This is an optimization exercise on Yosys and OpenROAD, whose aim is small area, not a production implementation.
Only simulation tests tie the RTL to the original design; equivalence was not proved.

==> maple: inputs <==
// sd_block_writer
module sd_block_writer #(
  parameter logic [31:0] START_ADR = 32'h0010_0000,
  parameter logic [31:0] STOP_ADR  = 32'h0010_4000,
  parameter logic [7:0]  PAD_BYTE  = 8'h80
) (
  input  logic        clk,
  input  logic        reset,
  input  logic        start,
  input  logic        flush,
  input  logic [7:0]  in_data,
  input  logic        in_valid,
  output logic        in_ready,
  input  logic        sd_ready,
  input  logic        sd_ready_for_next_byte,
  output logic        sd_wr,
  output logic [7:0]  sd_din,
  output logic [31:0] sd_adr,
  output logic        busy,
  output logic        done,
  output logic [15:0] blocks_written,
  output logic        overflow
);
==> module sd_block_writer, before the edit <==
module sd_block_writer #(
  parameter logic [31:0] START_ADR = 32'h0010_0000,
  parameter logic [31:0] STOP_ADR  = 32'h0010_4000,
  parameter logic [7:0]  PAD_BYTE  = 8'h80
) (
  input  logic        clk,
  input  logic        reset,
  input  logic        start,
  input  logic        flush,
  input  logic [7:0]  in_data,
  input  logic        in_valid,
  output logic        in_ready,
  input  logic        sd_ready,
  input  logic        sd_ready_for_next_byte,
  output logic        sd_wr,
  output logic [7:0]  sd_din,
  output logic [31:0] sd_adr,
  output logic        busy,
  output logic        done,
  output logic [15:0] blocks_written,
  output logic        overflow
);
  localparam int NBLK = (STOP_ADR - START_ADR + 32'd511) / 32'd512;
  localparam int KW   = (NBLK < 2)    ? 1  : (NBLK < 4)    ? 2  : (NBLK < 8)     ? 3  : (NBLK < 16)    ? 4  :
                        (NBLK < 32)   ? 5  : (NBLK < 64)   ? 6  : (NBLK < 128)   ? 7  : (NBLK < 256)   ? 8  :
                        (NBLK < 512)  ? 9  : (NBLK < 1024) ? 10 : (NBLK < 2048)  ? 11 : (NBLK < 4096)  ? 12 :
                        (NBLK < 8192) ? 13 : (NBLK < 16384) ? 14 : (NBLK < 32768) ? 15 : 16;
  localparam logic [3:0] S_IDLE       = 4'd0;
  localparam logic [3:0] S_FILL       = 4'd1;
  localparam logic [3:0] S_PAD        = 4'd2;
  localparam logic [3:0] S_WAIT_READY = 4'd3;
  localparam logic [3:0] S_ISSUE      = 4'd4;
  localparam logic [3:0] S_STREAM     = 4'd5;
  localparam logic [3:0] S_WAIT_DONE  = 4'd6;
  localparam logic [3:0] S_NEXT       = 4'd7;
  localparam logic [3:0] S_DONE       = 4'd8;
  logic [3:0]    r_state;
  logic [3:0]    w_state_nxt;
  logic [7:0]    r_buf [0:511];    
  logic [8:0]    r_cnt;            
  logic [7:0]    r_dout;
  logic [KW-1:0] r_blk;            
  logic          r_started;        
  logic          r_ovf;
  logic          r_flushed;
  logic          r_rfnb_prev;
  logic          w_accept;
  logic          w_edge;
  logic          w_shift;
  logic [7:0]    w_tail;
  logic          w_last;
  assign w_accept = (r_state == S_FILL) && in_valid;
  assign w_edge   = (r_state == S_STREAM) && sd_ready_for_next_byte && !r_rfnb_prev;
  assign w_last   = (r_cnt == 9'd511);
  always_comb begin
    w_state_nxt = r_state;
    in_ready    = 1'b0;
    sd_wr       = 1'b0;
    busy        = 1'b1;
    done        = 1'b0;
    w_shift     = 1'b0;
    w_tail      = in_data;
    case (r_state)
      S_IDLE: begin
        busy = 1'b0;
        if (start) w_state_nxt = S_FILL;
      end
      S_FILL: begin
        in_ready = 1'b1;
        w_shift  = in_valid;
        if (w_accept && w_last)       w_state_nxt = S_WAIT_READY;
        else if (flush) begin
          if (r_cnt == 9'd0 && !w_accept) w_state_nxt = S_DONE;
          else                            w_state_nxt = S_PAD;
        end
      end
      S_PAD: begin
        w_shift = 1'b1;
        w_tail  = PAD_BYTE;
        if (w_last) w_state_nxt = S_WAIT_READY;
      end
      S_WAIT_READY: begin
        if (sd_ready) w_state_nxt = S_ISSUE;
      end
      S_ISSUE: begin
        sd_wr = 1'b1;
        if (!sd_ready) w_state_nxt = S_STREAM;
      end
      S_STREAM: begin
        w_shift = w_edge;
        w_tail  = r_buf[511];
        if (w_edge && w_last) w_state_nxt = S_WAIT_DONE;
      end
      S_WAIT_DONE: begin
        if (sd_ready) w_state_nxt = S_NEXT;
      end
      S_NEXT: begin
        if (r_flushed || r_blk >= KW'(NBLK - 1)) w_state_nxt = S_DONE;
        else                                     w_state_nxt = S_FILL;
      end
      S_DONE: begin
        busy        = 1'b0;
        done        = 1'b1;
        w_state_nxt = S_IDLE;
      end
      default: begin
        busy        = 1'b0;
        w_state_nxt = S_IDLE;
      end
    endcase
  end
  always_ff @(posedge clk) begin
    if (w_shift) begin
      for (int i = 511; i > 0; i--) r_buf[i] <= r_buf[i-1];
      r_buf[0] <= w_tail;
    end
  end
  always_ff @(posedge clk) begin
    if (reset)
      r_dout <= 8'h00;
    else if (r_state == S_WAIT_READY || r_state == S_ISSUE)
      r_dout <= r_buf[511];
    else if (r_state == S_STREAM)
      r_dout <= w_edge ? r_buf[510] : r_buf[511];
  end
  always_ff @(posedge clk) begin
    if (reset) begin
      r_state     <= S_IDLE;
      r_cnt       <= 9'd0;
      r_blk       <= '0;
      r_started   <= 1'b0;
      r_ovf       <= 1'b0;
      r_flushed   <= 1'b0;
      r_rfnb_prev <= 1'b0;
    end else begin
      r_state     <= w_state_nxt;
      r_rfnb_prev <= sd_ready_for_next_byte;
      if (busy && in_valid && !in_ready) r_ovf <= 1'b1;
      case (r_state)
        S_IDLE: begin
          if (start) begin
            r_started <= 1'b1;
            r_blk     <= '0;
            r_ovf     <= 1'b0;
            r_flushed <= 1'b0;
          end
        end
        S_FILL: begin
          r_cnt <= r_cnt + {8'd0, w_accept};
          if (flush && (w_accept || r_cnt != 9'd0)) r_flushed <= 1'b1;
        end
        S_PAD:    r_cnt <= r_cnt + 9'd1;
        S_STREAM: r_cnt <= r_cnt + {8'd0, w_edge};
        S_NEXT:   r_blk <= r_blk + 1'b1;
        default: ;
      endcase
    end
  end
  assign sd_din         = r_dout;
  assign sd_adr         = r_started ? START_ADR + {r_blk, 9'd0} : 32'd0;
  assign blocks_written = 16'(r_blk);
  assign overflow       = r_ovf;
endmodule
make LEC_CHECK=0 CAP_MARGIN=0 CORE_MARGIN=2 CORE_UTILIZATION=70 CTS_BUF_LIST=sky130_fd_sc_hd__clkbuf_16 CTS_CLUSTER_DIAMETER=60 CTS_CLUSTER_SIZE=36 SLEW_MARGIN=0 SYNTH_MEMORY_MAX_BITS=8192 finish   # period 10.0 ns
run.sh (not shown) runs the stock make flow with config.mk's settings and CLKGATE_MAP_FILE= SYNTH_SCRIPT=/design/flow/synth_recipe.tcl, a recipe that flattens the netlist after the stock synthesis.
==> zinc (differences from maple) <==
--- a/flow/design.v
+++ b/flow/design.v
@@ -137,2 +137,3 @@
       r_rfnb_prev <= sd_ready_for_next_byte;
+      r_cnt       <= r_cnt + {8'd0, w_shift};
       if (busy && in_valid && !in_ready) r_ovf <= 1'b1;
@@ -148,7 +149,4 @@
         S_FILL: begin
-          r_cnt <= r_cnt + {8'd0, w_accept};
           if (flush && (w_accept || r_cnt != 9'd0)) r_flushed <= 1'b1;
         end
-        S_PAD:    r_cnt <= r_cnt + 9'd1;
-        S_STREAM: r_cnt <= r_cnt + {8'd0, w_edge};
         S_NEXT:   r_blk <= r_blk + 1'b1;
@@ -159,3 +157,3 @@
   assign sd_din         = r_dout;
-  assign sd_adr         = r_started ? START_ADR + {r_blk, 9'd0} : 32'd0;
+  assign sd_adr         = (r_started ? START_ADR : 32'd0) + {r_blk, 9'd0};
   assign blocks_written = 16'(r_blk);
==> flow/flow/run.sh (new file) <==
#!/bin/bash
# Standard layout, with clock tree synthesis given its buffer and clustering settings and told
# not to add dummy loads.
set -euo pipefail
bash standard.sh "CTS_ARGS=-sink_clustering_enable -repair_clock_nets -dont_use_dummy_load -buf_list sky130_fd_sc_hd__clkbuf_16 -sink_clustering_size 36 -sink_clustering_max_diameter 60" finish > standard_flow.log 2>&1
==> flow/standard.sh (new file) <==
#!/bin/bash
# synth_recipe.tcl (not shown) runs the flow's synth.tcl, then flattens the netlist and writes it again
# the make line also repeats each setting of config.mk as NAME=value (left out here)
make -C /OpenROAD-flow-scripts/flow DESIGN_CONFIG=/design/flow/config.mk WORK_HOME=/design/flow/orfs CLKGATE_MAP_FILE= SYNTH_SCRIPT=/design/flow/synth_recipe.tcl "${@:-finish}"
--- a/flow/config.mk
+++ b/flow/config.mk
@@ -9,6 +9,3 @@
 export CORE_MARGIN = 2
-export CORE_UTILIZATION = 70
-export CTS_BUF_LIST = sky130_fd_sc_hd__clkbuf_16
-export CTS_CLUSTER_DIAMETER = 60
-export CTS_CLUSTER_SIZE = 36
+export CORE_UTILIZATION = 78
 export SLEW_MARGIN = 0
removed: flow/run.sh
==> notes <==
zinc stopped in detailed placement on DPL-0033. maple completed with no timing, DRC or antenna violations. Against maple, the synthesized cell count of zinc is smaller by about 0.3%. In area after synthesis, maple and zinc hardly differ.

[separate check: timing with driven ports]
The flow's constraints put no driver on any port. The routed layout listed below was extracted and timed again, unchanged, in two steps.
Step 1 sets driving cells, clkbuf_16 on the clock port and buf_2 on the other inputs (assumed; they add their load-dependent delay and slew).
Step 2 adds t to the input delays and takes it off the output delays; t is the mean of the earliest and latest rising clock arrival at the registers after step 1. Input paths then give back, and output paths get back, about the clock's delay inside the block.
Slacks: ideal ports / drivers / drivers and shift; pairs: ideal ports / drivers.
run: maple
t, ns: 0.891
setup WS [ns]: 5.141 / 5.181 / 4.300
worst setup path at the end: input to register
cell pins on the clock port's net: 1
After both steps maple still meets setup and hold. The setup slack of maple moves by +0.040 ns with the drivers and by -0.841 ns with both steps.
